This is an optimization exercise on Yosys and OpenROAD, whose aim is small area and few clock cycles, not a production implementation.
The clock port is modelled as an ideal driver; clocking choices that lean on that would not hold on a real chip.
Power is estimated from default activity; no workload was simulated.

== run 4 ==
==> flow/design.v <==
package ihsp_pkg;
   localparam int unsigned PositionBitsDef = 16;
   localparam int unsigned LeadLen = 24;
   localparam int unsigned HdrLen = 12;
   localparam logic [7:0] MarkerPrefix = 8'hFF;
   localparam logic [7:0] SoiCode = 8'hD8;
   localparam logic [7:0] SofLoA = 8'hC0;
   localparam logic [7:0] SofHiA = 8'hC3;
   localparam logic [7:0] SofLoB = 8'hC9;
   localparam logic [7:0] SofHiB = 8'hCB;
   typedef enum logic [1:0] {
      PHASE_SCAN = 2'd0,
      PHASE_SOF  = 2'd1,
      PHASE_STOP = 2'd2
   } phase_type;
   typedef enum logic [1:0] {
      FMT_NONE = 2'd0,
      FMT_JPEG = 2'd1,
      FMT_GIF  = 2'd2,
      FMT_PNG  = 2'd3
   } format_type;
   typedef logic [LeadLen-1:0][7:0] lead_type;
   typedef struct packed {
      phase_type   phase;
      logic [15:0] height;
      logic [15:0] width;
   } jpeg_info_type;
   function automatic logic is_sof(logic [7:0] m);
      is_sof = ((m >= SofLoA) && (m <= SofHiA)) || ((m >= SofLoB) && (m <= SofHiB));
   endfunction
endpackage
module image_header_size_probe #(
   parameter int unsigned POSITION_BITS = 16
) (
   input  logic        clock,
   input  logic        reset,
   input  logic        req_tvalid,
   output logic        req_tready,
   input  logic [7:0]  req_tdata,    
   input  logic        req_tlast,
   output logic        rsp_tvalid,
   input  logic        rsp_tready,
   output logic [63:0] rsp_tdata,    
   output logic [7:0]  rsp_tuser     
);
   localparam logic [3:0] ST_NONE = 4'd0;
   localparam logic [3:0] ST_GIF  = 4'd1;
   localparam logic [3:0] ST_PNG  = 4'd2;
   localparam logic [3:0] ST_JCNT = 4'd3;    
   localparam logic [3:0] ST_JH1  = 4'd4;    
   localparam logic [3:0] ST_JH2  = 4'd5;    
   localparam logic [3:0] ST_JH3  = 4'd6;    
   localparam logic [3:0] ST_JSOF = 4'd7;    
   localparam logic [3:0] ST_JFND = 4'd8;    
   logic [POSITION_BITS-1:0] pos_ff;
   logic [3:0]               st_ff, st_nx;
   logic [15:0]              cnt_ff, cnt_dec;    
   logic [7:0][7:0]          col_ff, col_nx;     
   logic [63:0]              col_flat;
   logic [7:0]               col_we;
   logic [63:0]              out_ff;
   logic [1:0]               ofmt_ff;
   logic                     valid_ff;
   logic                     ld_pend_n_ff;       
   logic                     ld_lo, ld_hi;       
   logic [7:0]  b;
   logic        xfer, load, act, lo, pos0, long_enough, cnt_is2, sof;
   logic        is_gif, is_png, sig_bad;
   logic [4:0]  p;
   logic [7:0]  exp_b;
   logic        chk;
   logic [1:0]  fmt_res;
   assign b           = req_tdata;
   assign req_tready  = !req_tlast || (ld_pend_n_ff && (!valid_ff || rsp_tready));
   assign xfer        = req_tvalid && req_tready;
   assign load        = xfer && req_tlast;
   assign act         = !(&pos_ff);
   assign lo          = (pos_ff[POSITION_BITS-1:5] == '0);
   assign p           = pos_ff[4:0];
   assign pos0        = lo && (p == 5'd0);
   assign long_enough = !lo || (p >= 5'd23);
   assign is_gif      = (st_ff == ST_GIF);
   assign is_png      = (st_ff == ST_PNG);
   assign col_flat    = col_ff;
   assign cnt_ff      = {col_ff[3], col_ff[2]};
   assign cnt_dec     = cnt_ff - 16'd1;
   assign cnt_is2     = (cnt_ff == 16'd2);
   assign sof         = ((b >= 8'hC0) && (b <= 8'hC3)) || ((b >= 8'hC9) && (b <= 8'hCB));
   always_comb begin
      exp_b = 8'h00;
      case (p[3:0])
         4'd1:  exp_b = is_gif ? 8'h49 : (is_png ? 8'h50 : 8'hD8);
         4'd2:  exp_b = is_gif ? 8'h46 : (is_png ? 8'h4E : 8'hFF);
         4'd3:  exp_b = 8'h47;
         4'd4:  exp_b = 8'h0D;
         4'd5:  exp_b = 8'h0A;
         4'd6:  exp_b = 8'h1A;
         4'd7:  exp_b = 8'h0A;
         4'd12: exp_b = 8'h49;
         4'd13: exp_b = 8'h48;
         4'd14: exp_b = 8'h44;
         4'd15: exp_b = 8'h52;
         default: ;
      endcase
      chk = lo && !p[4] && ((p[3:1] == 3'd0) ? p[0] :
                            ((p[3:0] == 4'd2) || (is_png && (p[3:2] != 2'b10))));
      sig_bad = chk && (b != exp_b);
   end
   always_comb begin
      st_nx = st_ff;
      if (pos0) begin
         if (b == 8'hFF)      st_nx = ST_JCNT;
         else if (b == 8'h47) st_nx = ST_GIF;
         else if (b == 8'h89) st_nx = ST_PNG;
         else                 st_nx = ST_NONE;
      end else if (sig_bad) begin
         st_nx = ST_NONE;
      end else begin
         case (st_ff)
            ST_JCNT: if (cnt_is2) st_nx = (b == 8'hFF) ? ST_JH1 : ST_NONE;
            ST_JH1:  st_nx = sof ? ST_JSOF : ST_JH2;
            ST_JH2:  st_nx = ST_JH3;
            ST_JH3:  st_nx = ST_JCNT;
            ST_JSOF: if (cnt_ff[3:0] == 4'd7) st_nx = ST_JFND;
            default: ;
         endcase
      end
   end
   always_comb begin
      col_we = '0;
      if (lo && is_gif) begin
         col_we[0] = (p == 5'd6);
         col_we[1] = (p == 5'd7);
         col_we[4] = (p == 5'd8);
         col_we[5] = (p == 5'd9);
      end
      if (lo && is_png) begin
         col_we[3] = (p == 5'd16);
         col_we[2] = (p == 5'd17);
         col_we[1] = (p == 5'd18);
         col_we[0] = (p == 5'd19);
         col_we[7] = (p == 5'd20);
         col_we[6] = (p == 5'd21);
         col_we[5] = (p == 5'd22);
         col_we[4] = (p == 5'd23);
      end
      if (st_ff == ST_JSOF) begin
         col_we[5] = (cnt_ff[3:0] == 4'hD);
         col_we[4] = (cnt_ff[3:0] == 4'hC);
         col_we[1] = (cnt_ff[3:0] == 4'hB);
         col_we[0] = (cnt_ff[3:0] == 4'hA);
      end
      if (st_ff == ST_JH2) col_we[3] = 1'b1;    
      if (st_ff == ST_JH3) col_we[2] = 1'b1;    
   end
   always_comb begin
      col_nx = col_ff;
      if (!is_png) begin
         col_nx[3] = cnt_dec[15:8];
         col_nx[2] = cnt_dec[7:0];
      end
      for (int i = 0; i < 8; i++) begin
         if (col_we[i]) col_nx[i] = b;
      end
      if (pos0) begin
         col_nx[3] = 8'd0;
         col_nx[2] = 8'd3;
      end
   end
   always_comb begin
      fmt_res = 2'd0;
      if (long_enough) begin
         if (is_gif)      fmt_res = 2'd2;
         else if (is_png) fmt_res = 2'd3;
         else if ((st_ff == ST_JFND) || ((st_ff == ST_JSOF) && (cnt_ff[3:0] == 4'd7) && act))
            fmt_res = 2'd1;
      end
   end
   always_ff @(posedge clock) begin
      if (reset) begin
         pos_ff       <= '0;
         valid_ff     <= 1'b0;
         ld_pend_n_ff <= 1'b1;
      end else begin
         if (xfer) begin
            if (req_tlast)  pos_ff <= '0;
            else if (act)   pos_ff <= pos_ff + POSITION_BITS'(1);
         end
         ld_pend_n_ff <= !load;
         if (!ld_pend_n_ff)   valid_ff <= 1'b1;
         else if (rsp_tready) valid_ff <= 1'b0;
      end
      if (xfer && act) begin
         st_ff  <= st_nx;
         col_ff <= col_nx;
      end
      if (load) ofmt_ff <= fmt_res;
      for (int i = 0; i < 8; i++) begin
         out_ff[8*i +: 8] <= ({8{(i == 2 || i == 3 || i == 6 || i == 7) ? ld_hi : ld_lo}} &
                              col_flat[8*i +: 8]) |
                             ({8{ld_pend_n_ff}} & out_ff[8*i +: 8]);
      end
   end
   assign ld_lo = !ld_pend_n_ff && (ofmt_ff != 2'd0);
   assign ld_hi = !ld_pend_n_ff && (ofmt_ff == 2'd3);
   assign rsp_tvalid = valid_ff;
   assign rsp_tdata  = out_ff;
   assign rsp_tuser  = {5'd0, ofmt_ff, (ofmt_ff != 2'd0)};
endmodule
==> flow/config.mk <==
export PLATFORM = sky130hd
export DESIGN_NAME = image_header_size_probe
export DESIGN_NICKNAME = image_header_size_probe
export VERILOG_FILES = /design/flow/design.v
export SDC_FILE = /design/flow/constraint.sdc
export NUM_CORES = 4
export LEC_CHECK = 0
export CAP_MARGIN = 20
export CORE_MARGIN = 2
export CORE_UTILIZATION = 40
export SLEW_MARGIN = 20
==> flow/constraint.sdc <==
create_clock -name core_clock -period 12.0 [get_ports {clock}]
set_input_delay 2.4000 -clock core_clock [delete_from_list [all_inputs] [get_ports {clock}]]
set_output_delay 2.4000 -clock core_clock [all_outputs]
set_load 0.01 [all_outputs]
standard.sh (not shown) runs the stock make flow with config.mk's settings and CLKGATE_MAP_FILE= SYNTH_SCRIPT=/design/flow/synth_recipe.tcl, a recipe that flattens the netlist after the stock synthesis.
==> flow/flow/run.sh <==
#!/bin/bash
# Layout flow: the standard layout (standard.sh) with three changes.
#  - Synthesis is the standard flow's script, except that ABC maps the logic with an
#    area-oriented script (flow/abc_area.script). Flip-flops are mapped before
#    ABC runs, so the registers are the standard synthesis's, by name and cell.
#  - Each port gets the smallest buffer (buf_1) instead of clkdlybuf4s50_1.
#  - Clock tree synthesis uses clkbuf_8 and inserts no dummy loads; then each
#    clock buffer is sized down as far as the clock pins' slew allows
#    (flow/clk_size.tcl, run as ORFS's POST_CTS_TCL hook).
# Every tool writes its full log under orfs/logs/; make's output goes to standard.log.
set -euo pipefail
HERE=$(pwd)
sed "s#log_cmd abc {\*}\$abc_args#set abc_args [lreplace \$abc_args 1 1 $HERE/flow/abc_area.script]\n  log_cmd abc {*}\$abc_args#" \
  "$FLOW_HOME/scripts/synth.tcl" > "$HERE/area_synth.tcl"
grep -q "abc_area.script" "$HERE/area_synth.tcl"
sed "s#source \$::env(SCRIPTS_DIR)/synth.tcl#source $HERE/area_synth.tcl#" \
  "$HERE/synth_recipe.tcl" > "$HERE/area_synth_recipe.tcl"
grep -q "area_synth.tcl" "$HERE/area_synth_recipe.tcl"
bash standard.sh \
  "SYNTH_SCRIPT=$HERE/area_synth_recipe.tcl" \
  "BUFFER_PORTS_ARGS=-buffer_cell sky130_fd_sc_hd__buf_1" \
  "CTS_ARGS=-sink_clustering_enable -repair_clock_nets -dont_use_dummy_load -buf_list sky130_fd_sc_hd__clkbuf_8" \
  "POST_CTS_TCL=$HERE/flow/clk_size.tcl" \
  finish > standard.log 2>&1
Other scripts of this flow, unchanged in this note and not shown: flow/flow/abc_area.script, flow/flow/clk_size.tcl
Input changes introduced in run 1 (baseline for comparison: run 4):
-- flow/design.v --
<<< run 4, line 53
   localparam logic [3:0] ST_JSOF = 4'd7;    
   localparam logic [3:0] ST_JFND = 4'd8;    
   logic [POSITION_BITS-1:0] pos_ff;
   logic [3:0]               st_ff, st_nx;
   logic [15:0]              cnt_ff, cnt_dec;    
>>> run 1, line 53
   localparam logic [3:0] ST_JSOF = 4'd7;    
   localparam logic [3:0] ST_JFND = 4'd8;    
   logic [4:0]               p_ff;               
   logic                     lo_ff;              
   logic [10:0]              hi_ff, hi_inc;      
   logic [3:0]               st_ff, st_nx;
   logic [15:0]              cnt_ff, cnt_dec;    
<<< run 4, line 68
   logic        is_gif, is_png, sig_bad;
   logic [4:0]  p;
   logic [7:0]  exp_b;
   logic        chk;
>>> run 1, line 70
   logic        is_gif, is_png, sig_bad;
   logic [4:0]  p;
   logic        wrap;
   logic [7:0]  exp_b;
   logic        chk;
<<< run 4, line 75
   assign xfer        = req_tvalid && req_tready;
   assign load        = xfer && req_tlast;
   assign act         = !(&pos_ff);
   assign lo          = (pos_ff[POSITION_BITS-1:5] == '0);
   assign p           = pos_ff[4:0];
   assign pos0        = lo && (p == 5'd0);
   assign long_enough = !lo || (p >= 5'd23);
>>> run 1, line 78
   assign xfer        = req_tvalid && req_tready;
   assign load        = xfer && req_tlast;
   assign p           = p_ff;
   assign lo          = lo_ff;
   assign hi_ff       = {col_ff[7][2:0], col_ff[6]};
   assign hi_inc      = {hi_ff[9:0], !(hi_ff[10] ^ hi_ff[8])};
   assign act         = !(!lo_ff && (hi_ff == 11'd0) && (&p_ff));
   assign wrap        = (&p_ff);
   assign pos0        = lo && (p == 5'd0);
   assign long_enough = !lo || (p >= 5'd23);
<<< run 4, line 163
         if (col_we[i]) col_nx[i] = b;
      end
      if (pos0) begin
         col_nx[3] = 8'd0;
         col_nx[2] = 8'd3;
      end
   end
>>> run 1, line 169
         if (col_we[i]) col_nx[i] = b;
      end
      if (wrap && !is_png) {col_nx[7][2:0], col_nx[6]} = hi_inc;
      if (pos0) begin
         col_nx[3] = 8'd0;
         col_nx[2] = 8'd3;
         {col_nx[7][2:0], col_nx[6]} = 11'd0;
      end
   end
<<< run 4, line 179
   always_ff @(posedge clock) begin
      if (reset) begin
         pos_ff       <= '0;
         valid_ff     <= 1'b0;
         ld_pend_n_ff <= 1'b1;
      end else begin
         if (xfer) begin
            if (req_tlast)  pos_ff <= '0;
            else if (act)   pos_ff <= pos_ff + POSITION_BITS'(1);
         end
         ld_pend_n_ff <= !load;
>>> run 1, line 187
   always_ff @(posedge clock) begin
      if (reset) begin
         p_ff         <= '0;
         lo_ff        <= 1'b1;
         valid_ff     <= 1'b0;
         ld_pend_n_ff <= 1'b1;
      end else begin
         if (xfer) begin
            if (req_tlast) begin
               p_ff  <= '0;
               lo_ff <= 1'b1;
            end else if (act) begin
               p_ff <= p_ff + 5'd1;
               if (wrap) lo_ff <= 1'b0;
            end
         end
         ld_pend_n_ff <= !load;
## What came out
- Run 4: all stages complete, timing, DRC and antenna checks passed
- Run 1 went all the way through synthesis, placement and routing and the layout is clean on timing, DRC and antenna.
- Final period demand of the worst path in run 1 is 0.047 ns above run 4.
- Between run 4 and run 1, the flow reports register bit count reported by yosys decreasing by a few percent.
- Re share of total power in the clock network: run 4 was lower than run 1.
- The global-route wire length before repair number comes out higher for run 4 vs run 1.
- Number of diodes was lower in the run labelled run 4.
- Lower highest clock frequency the design can meet was reported by run 1, not run 4.
- Sort run 4 and run 1 by global-route met3 utilization, ascending, and run 1 comes first.
- Total power of run 1 is lower than that of run 4.
- From run 4 to run 1 the numbers moved as follows: routed length per placed instance increased about 6%; part of the cycle the worst path needs higher; setup slack after layout fell by 0.047 ns; final setup skew neither gained nor lost much.
- Between run 4 and run 1, the flow reports cell area decreasing by a few percent.
No run of this note included a check of the RTL's function; only the layout flow was run.

afterwards: timing with drivers on the ports:
How much do the figures lean on ideal ports? The routed layouts below were timed once more, with nothing changed but the port constraints. Step 1 sets driving cells, clkbuf_16 on the clock port and buf_2 on the other inputs (assumed; they add their load-dependent delay and slew). Step 2 also shifts input and output timing later by t, the mid clock arrival at the registers, as if the neighbouring blocks saw the same clock. a / b / c = ideal / step 1 / step 2; a / b = the first two.
| run | t, ns | setup slack, ns | worst setup path after step 2 | cell pins on the clock port's net |
|---|---|---|---|---|
| run 4 | 0.584 | 6.746 / 6.726 / 6.726 | input to output | 1 |
| run 1 | 0.593 | 6.699 / 6.675 / 6.675 | input to output | 1 |
After both steps every run listed still meets setup and hold. The setup slack of run 1, which loses most, moves by -0.024 ns with the drivers and by -0.024 ns with both steps.
